From an optimization exercise on the open Yosys and OpenROAD flow, aimed at small area and a short achievable clock period; shortcuts taken in it are not production practice. In this exercise RTL edits were held to simulation tests only and were not proved equivalent to the original. Power figures rest on the tool's default switching activity, not on a simulated workload.

job 9575:
==> flow/design.v <==
package uart_pkg;
  localparam int unsigned PARITY_NONE = 0;
  localparam int unsigned PARITY_ODD  = 1;
  localparam int unsigned PARITY_EVEN = 2;
  typedef enum logic [2:0] {
    IDLE,
    START,
    DATA,
    PARITY,
    STOP
  } tx_state_t;
  function automatic integer calc_ticks(input integer clk_hz, input integer baud);
    calc_ticks = clk_hz / baud;
  endfunction
  function automatic logic cfg_legal(input integer data_bits, input integer parity_mode,
                                     input integer stop_bits, input integer fifo_depth,
                                     input integer ticks);
    cfg_legal = (data_bits >= 5) && (data_bits <= 9) &&
           (parity_mode <= PARITY_EVEN) &&
           ((stop_bits == 1) || (stop_bits == 2)) &&
           (fifo_depth >= 2) && ((fifo_depth & (fifo_depth - 1)) == 0) &&
           (ticks >= 2);
  endfunction
endpackage
module uart_sync_fifo #(
  parameter int unsigned WIDTH = 8,
  parameter int unsigned N     = 257,   
  parameter int unsigned G     = 4
) (
  input  logic             clk,
  input  logic [N-1:0]     we,      
  input  logic [WIDTH-1:0] wd,      
  input  logic [WIDTH-1:0] wd_n,    
  input  logic             clean,   
  output logic [WIDTH-1:0] tap      
);
  logic [WIDTH*N-1:0] q;
  always_ff @(posedge clk)
    q[WIDTH-1:0] <= we[0] ? wd : (q[WIDTH*N-1 -: WIDTH] & {WIDTH{~clean}});
  for (genvar p = 1; p < N; p++) begin : g_pos
    if (p % G != 0) begin : g_hop
      always_ff @(posedge clk) q[WIDTH*p +: WIDTH] <= q[WIDTH*(p-1) +: WIDTH];
    end else if ((p / G) % 2 == 1) begin : g_wr0
      always_ff @(posedge clk)
        q[WIDTH*p +: WIDTH] <= ~(({WIDTH{we[p]}} & wd) | q[WIDTH*(p-1) +: WIDTH]);
    end else begin : g_wr1
      always_ff @(posedge clk)
        q[WIDTH*p +: WIDTH] <= ~(({WIDTH{~we[p]}} | wd_n) & q[WIDTH*(p-1) +: WIDTH]);
    end
  end
  assign tap = q[WIDTH*N-1 -: WIDTH];
endmodule
module uart_tx_cfg #(
  parameter int unsigned CLK_FREQ    = 50_000_000,
  parameter int unsigned BAUD_RATE   = 115200,
  parameter int unsigned DATA_BITS   = 8,
  parameter int unsigned PARITY_MODE = 0,
  parameter int unsigned STOP_BITS   = 1,
  parameter int unsigned FIFO_DEPTH  = 256
) (
  input  logic                          CLK,
  input  logic                          RST,
  input  logic                          i_valid,
  input  logic [DATA_BITS-1:0]          i_data,
  output logic                          o_ready,
  output logic                          o_tx,
  output logic                          o_busy,
  output logic [$clog2(FIFO_DEPTH):0]   o_level
);
  localparam int unsigned TICKS = uart_pkg::calc_ticks(CLK_FREQ, BAUD_RATE);
  localparam int unsigned TW    = $clog2(TICKS);
  localparam int unsigned LW    = $clog2(FIFO_DEPTH) + 1;
  localparam int unsigned N     = FIFO_DEPTH + 1;
  localparam int unsigned PW    = $clog2(N);
  localparam int unsigned G     = 4;
  localparam int unsigned GW    = $clog2(G);
  localparam logic [1:0] S_IDLE = 2'd0, S_START = 2'd1, S_DATA = 2'd2, S_STOP = 2'd3;
  logic [1:0]           state_q, state_d;
  logic [TW-1:0]        tick_q, tick_d;
  logic [2:0]           c_q, c_d;
  logic                 nb_q, nb_d, nx_q, nx_d, nxv_q, nxv_d;
  logic                 txn_q, tx_d, busy_q, busy_d;    
  logic                 te_q, kz_q;          
  logic [LW-1:0]        lvo_q;               
  logic [LW-1:0]        level_q, level_d;
  logic [G-1:0]         pend_q, pend_d;
  logic [DATA_BITS-1:0] dly_q [G-1];
  logic [DATA_BITS-1:0] wd_q, wd_n_q, wd_d;
  logic                 wr, aligned;
  logic [PW-1:0]        k_q, k_d;    
  logic [PW-1:0]        m_q, m_d;    
  logic                 push, pop, nonempty, tick_end, want, fetch, cap, clean;
  logic                 sweep_q;
  logic [N-1:0]         we;
  logic [DATA_BITS-1:0] tap;
  function automatic logic [PW-1:0] inc_pw(input logic [PW-1:0] v);
    logic c;
    c = 1'b1;
    for (int i = 0; i < PW; i++) begin
      inc_pw[i] = v[i] ^ c;
      c         = c & v[i];
    end
  endfunction
  assign nonempty = (level_q != '0);
  assign push     = i_valid && !level_q[LW-1];
  assign tick_end = te_q;
  assign aligned = (m_q[GW-1:0] == '0);
  assign wr      = aligned && (pend_q != '0);
  always_comb begin
    logic older;
    pend_d[0] = push;
    for (int j = 1; j < G; j++) begin
      older = 1'b0;
      for (int i = j; i < G; i++) older = older | pend_q[i];
      pend_d[j] = pend_q[j-1] && !(wr && !older);
    end
    wd_d = i_data;
    for (int j = 1; j < G; j++) if (pend_d[j]) wd_d = dly_q[j-1];
  end
  assign want  = ((state_q == S_START) || ((state_q == S_DATA) && (c_q != '0))) && !nxv_q;
  assign fetch = want && kz_q;                   
  assign cap   = fetch && (c_q == 3'd7);         
  assign clean = sweep_q || cap;
  always_comb begin
    k_d = cap ? k_q : (k_q[PW-1] ? '0 : inc_pw(k_q));    
    m_d = wr ? m_q : (m_q[PW-1] ? '0 : inc_pw(m_q));
    for (int p = 0; p < N; p++) we[p] = (p % G == 0) && wr && (m_q[PW-1:GW] == (PW-GW)'(p / G));
  end
  uart_sync_fifo #(.WIDTH(DATA_BITS), .N(N), .G(G)) u_fifo (
    .clk   (CLK),
    .we    (we),
    .wd    (wd_q),
    .wd_n  (wd_n_q),
    .clean (clean),
    .tap   (tap)
  );
  always_comb begin
    state_d = state_q;
    tick_d  = tick_q;
    c_d     = c_q;
    nb_d    = nb_q;
    nx_d    = fetch ? tap[c_q] : nx_q;
    nxv_d   = nxv_q || fetch;
    tx_d    = 1'b1;
    busy_d  = 1'b1;
    pop     = 1'b0;
    if (state_q != S_IDLE) tick_d = tick_end ? '0 : tick_q + TW'(1);
    case (state_q)
      S_IDLE: begin
        busy_d = 1'b0;
        if (nonempty) begin
          pop     = 1'b1;
          state_d = S_START;
          tick_d  = '0;
        end
      end
      S_START: begin
        tx_d = 1'b0;
        if (tick_end) begin
          state_d = S_DATA;
          nb_d    = nx_q;
          nxv_d   = 1'b0;
          c_d     = 3'd1;
        end
      end
      S_DATA: begin
        tx_d = nb_q;
        if (tick_end) begin
          if (c_q == '0) begin
            state_d = S_STOP;
          end else begin
            nb_d  = nx_q;
            nxv_d = 1'b0;
            c_d   = c_q + 3'd1;
          end
        end
      end
      default: begin
        if (tick_end) begin
          if (nonempty) begin
            pop     = 1'b1;
            state_d = S_START;
          end else begin
            state_d = S_IDLE;
          end
        end
      end
    endcase
  end
  always_comb begin
    logic [LW-1:0] up, dn;
    logic          c, b;
    c = 1'b1;
    b = 1'b1;
    for (int i = 0; i < LW; i++) begin
      up[i] = level_q[i] ^ c;
      dn[i] = level_q[i] ^ b;
      c     = c & level_q[i];
      b     = b & !level_q[i];
    end
    if (push) level_d = pop ? level_q : up;
    else      level_d = pop ? dn : level_q;
  end
  always_ff @(posedge CLK or negedge RST) begin
    if (!RST) begin
      state_q <= S_IDLE;
      c_q     <= '0;
      nxv_q   <= 1'b0;
      txn_q   <= 1'b0;
      lvo_q   <= '0;
      kz_q    <= 1'b1;
      busy_q  <= 1'b0;
      level_q <= '0;
      pend_q  <= '0;
      k_q     <= '0;
      m_q     <= '0;
      sweep_q <= 1'b1;
      tick_q  <= '0;
      te_q    <= 1'b0;
    end else begin
      state_q <= state_d;
      c_q     <= c_d;
      nxv_q   <= nxv_d;
      txn_q   <= !tx_d;
      lvo_q   <= level_d;
      kz_q    <= cap || k_q[PW-1];
      busy_q  <= busy_d;
      level_q <= level_d;
      pend_q  <= pend_d;
      k_q     <= k_d;
      m_q     <= m_d;
      sweep_q <= sweep_q && !k_q[PW-1];
      tick_q  <= tick_d;
      te_q    <= (tick_d == TW'(TICKS - 1));
    end
  end
  always_ff @(posedge CLK) begin
    nb_q    <= nb_d;
    nx_q    <= nx_d;
    dly_q[0] <= i_data;
    for (int j = 1; j < G - 1; j++) dly_q[j] <= dly_q[j-1];
    wd_q     <= wd_d;
    wd_n_q   <= ~wd_d;
  end
  assign o_tx    = !txn_q;
  assign o_busy  = busy_q;
  assign o_ready = !lvo_q[LW-1];
  assign o_level = lvo_q;
endmodule
Settings: LEC_CHECK=0, CAP_MARGIN=20, CORE_MARGIN=2, CORE_UTILIZATION=65, CTS_CLUSTER_DIAMETER=80, CTS_CLUSTER_SIZE=30, SETUP_SLACK_MARGIN=2.5, SLEW_MARGIN=20; clock period 4.5 ns.
run.sh (not shown) runs the stock make flow with config.mk's settings and CLKGATE_MAP_FILE= SYNTH_SCRIPT=/design/flow/synth_recipe.tcl, a recipe that flattens the netlist after the stock synthesis.
Job 9575: full flow OK, the timing, design-rule and antenna checks passed
The following lists how job 2868 was set up differently from job 9575:
-- flow/design.v --
<<< job 9575, line 75
  localparam int unsigned G     = 4;
  localparam int unsigned GW    = $clog2(G);
  localparam logic [1:0] S_IDLE = 2'd0, S_START = 2'd1, S_DATA = 2'd2, S_STOP = 2'd3;
  logic [1:0]           state_q, state_d;
>>> job 2868, line 75
  localparam int unsigned G     = 4;
  localparam int unsigned GW    = $clog2(G);
  if (!(DATA_BITS == 8 && PARITY_MODE == uart_pkg::PARITY_NONE && STOP_BITS == 1 &&
        FIFO_DEPTH == 256 && uart_pkg::cfg_legal(DATA_BITS, PARITY_MODE, STOP_BITS,
                                                 FIFO_DEPTH, TICKS))) begin : g_cfg_err
    $error("uart_tx_cfg: only DATA_BITS 8, PARITY_MODE 0, STOP_BITS 1, FIFO_DEPTH 256 are supported");
  end
  localparam logic [1:0] S_IDLE = 2'd0, S_START = 2'd1, S_DATA = 2'd2, S_STOP = 2'd3;
  logic [1:0]           state_q, state_d;
<<< job 9575, line 87
  logic [DATA_BITS-1:0] dly_q [G-1];
  logic [DATA_BITS-1:0] wd_q, wd_n_q, wd_d;
  logic                 wr, aligned;
  logic [PW-1:0]        k_q, k_d;    
  logic [PW-1:0]        m_q, m_d;    
>>> job 2868, line 92
  logic [DATA_BITS-1:0] dly_q [G-1];
  logic [DATA_BITS-1:0] wd_q, wd_n_q, wd_d;
  logic                 wr, wr_q, full_q, ne_q;    
  logic [PW-1:0]        k_q, k_d;    
  logic [PW-1:0]        m_q, m_d;    
<<< job 9575, line 95
  logic [DATA_BITS-1:0] tap;
  function automatic logic [PW-1:0] inc_pw(input logic [PW-1:0] v);
    logic c;
    c = 1'b1;
    for (int i = 0; i < PW; i++) begin
      inc_pw[i] = v[i] ^ c;
      c         = c & v[i];
    end
  endfunction
  assign nonempty = (level_q != '0);
  assign push     = i_valid && !level_q[LW-1];
  assign tick_end = te_q;
  assign aligned = (m_q[GW-1:0] == '0);
  assign wr      = aligned && (pend_q != '0);
  always_comb begin
    logic older;
>>> job 2868, line 100
  logic [DATA_BITS-1:0] tap;
  function automatic logic [PW-1:0] inc_pw(input logic [PW-1:0] v);
    logic [PW-1:0] m;    
    m = '0;
    for (int i = 0; i < PW; i++) begin
      inc_pw[i] = v[i] ^ ((v & m) == m);
      m[i]      = 1'b1;
    end
  endfunction
  function automatic logic [PW-1:0] dec_pw(input logic [PW-1:0] v);
    logic [PW-1:0] m;    
    m = '0;
    for (int i = 0; i < PW; i++) begin
      dec_pw[i] = v[i] ^ ((v & m) == '0);
      m[i]      = 1'b1;
    end
  endfunction
  assign nonempty = ne_q;
  assign push     = i_valid && !level_q[LW-1];
  assign tick_end = te_q;
  assign wr      = wr_q;
  always_comb begin
    logic older;
<<< job 9575, line 145
    busy_d  = 1'b1;
    pop     = 1'b0;
    if (state_q != S_IDLE) tick_d = tick_end ? '0 : tick_q + TW'(1);
    case (state_q)
      S_IDLE: begin
>>> job 2868, line 157
    busy_d  = 1'b1;
    pop     = 1'b0;
    if (state_q != S_IDLE) tick_d = tick_end ? '0 : inc_pw(tick_q);
    case (state_q)
      S_IDLE: begin
<<< job 9575, line 190
  always_comb begin
    logic [LW-1:0] up, dn;
    logic          c, b;
    c = 1'b1;
    b = 1'b1;
    for (int i = 0; i < LW; i++) begin
      up[i] = level_q[i] ^ c;
      dn[i] = level_q[i] ^ b;
      c     = c & level_q[i];
      b     = b & !level_q[i];
    end
    if (push) level_d = pop ? level_q : up;
    else      level_d = pop ? dn : level_q;
>>> job 2868, line 202
  always_comb begin
    logic [LW-1:0] up, dn;
    up = inc_pw(level_q);
    dn = dec_pw(level_q);
    if (push) level_d = pop ? level_q : up;
    else      level_d = pop ? dn : level_q;
<<< job 9575, line 218
      tick_q  <= '0;
      te_q    <= 1'b0;
    end else begin
      state_q <= state_d;
>>> job 2868, line 223
      tick_q  <= '0;
      te_q    <= 1'b0;
      wr_q    <= 1'b0;
      full_q  <= 1'b0;
      ne_q    <= 1'b0;
    end else begin
      state_q <= state_d;
<<< job 9575, line 232
      sweep_q <= sweep_q && !k_q[PW-1];
      tick_q  <= tick_d;
      te_q    <= (tick_d == TW'(TICKS - 1));
    end
  end
>>> job 2868, line 240
      sweep_q <= sweep_q && !k_q[PW-1];
      tick_q  <= tick_d;
      te_q    <= (state_q != S_IDLE) && (tick_q == TW'(TICKS - 2));
      wr_q    <= (m_d[GW-1:0] == '0) && (pend_d != '0);
      if (push && !pop)      full_q <= (level_q == LW'(FIFO_DEPTH - 1));
      else if (pop && !push) full_q <= 1'b0;
      if (push && !pop)      ne_q <= 1'b1;
      else if (pop && !push) ne_q <= (level_q != LW'(1));
    end
  end
<<< job 9575, line 245
  assign o_tx    = !txn_q;
  assign o_busy  = busy_q;
  assign o_ready = !lvo_q[LW-1];
  assign o_level = lvo_q;
endmodule
>>> job 2868, line 258
  assign o_tx    = !txn_q;
  assign o_busy  = busy_q;
  assign o_ready = !full_q;
  assign o_level = lvo_q;
endmodule
### Flow results
Job 9575 → job 2868: fmax rose by 3.0%, share of the core filled with cells in the final layout dropped 2.2 points, time the final worst path needs with I/O delays and setup lower.
Re maximum fanout encountered on the critical timing path: job 2868 is 1 down on job 9575.
Job 9575 and job 2868 ended up with roughly the same number of sinks on the clock net.
Job 2868: number of global-route vias before repair about 3% below job 9575
Compared to job 9575, job 2868 has share of cell area taken by flip-flops and latches 2.9 points higher.
Job 9575 consumes less power than job 2868.
Delta (job 2868 minus job 9575): xor-xnor portion of the synthesized cell area level; final layout net count shrank by 78.
On die footprint, job 9575 loses to job 2868.
Layout-stage area growth over the synthesis result down 3.1 points in job 2868 wrt job 9575
Depth of the critical timing path with buffers and inverters included was higher in the run labelled job 9575.

afterwards: timing with drivers on the ports:
Ports are ideal in the flow. The routed layouts listed here were re-timed in OpenROAD.
Step 1: set_driving_cell puts a clkbuf_16 on CLK and a buf_2 on each other input, an assumption about the parent block.
Step 2, shift: input delay + t, output delay - t, t = (earliest + latest rising clock arrival at the registers) / 2. This alone moves slack from input paths to output paths.
Slacks: ideal ports / drivers / drivers and shift; pairs: ideal ports / drivers.
| run | t, ns | setup WS [ns] | worst slew at a driven data input, ns |
|---|---|---|---|
| job 9575 | 0.726 | 2.331 / 2.262 / 1.970 | 0.05 |
| job 2868 | 0.717 | 2.395 / 2.327 / 1.938 | 0.08 |
After both steps setup and hold are still met in every run listed. The setup slack of job 2868, which loses most, moves by -0.068 ns with the drivers and by -0.457 ns with both steps.
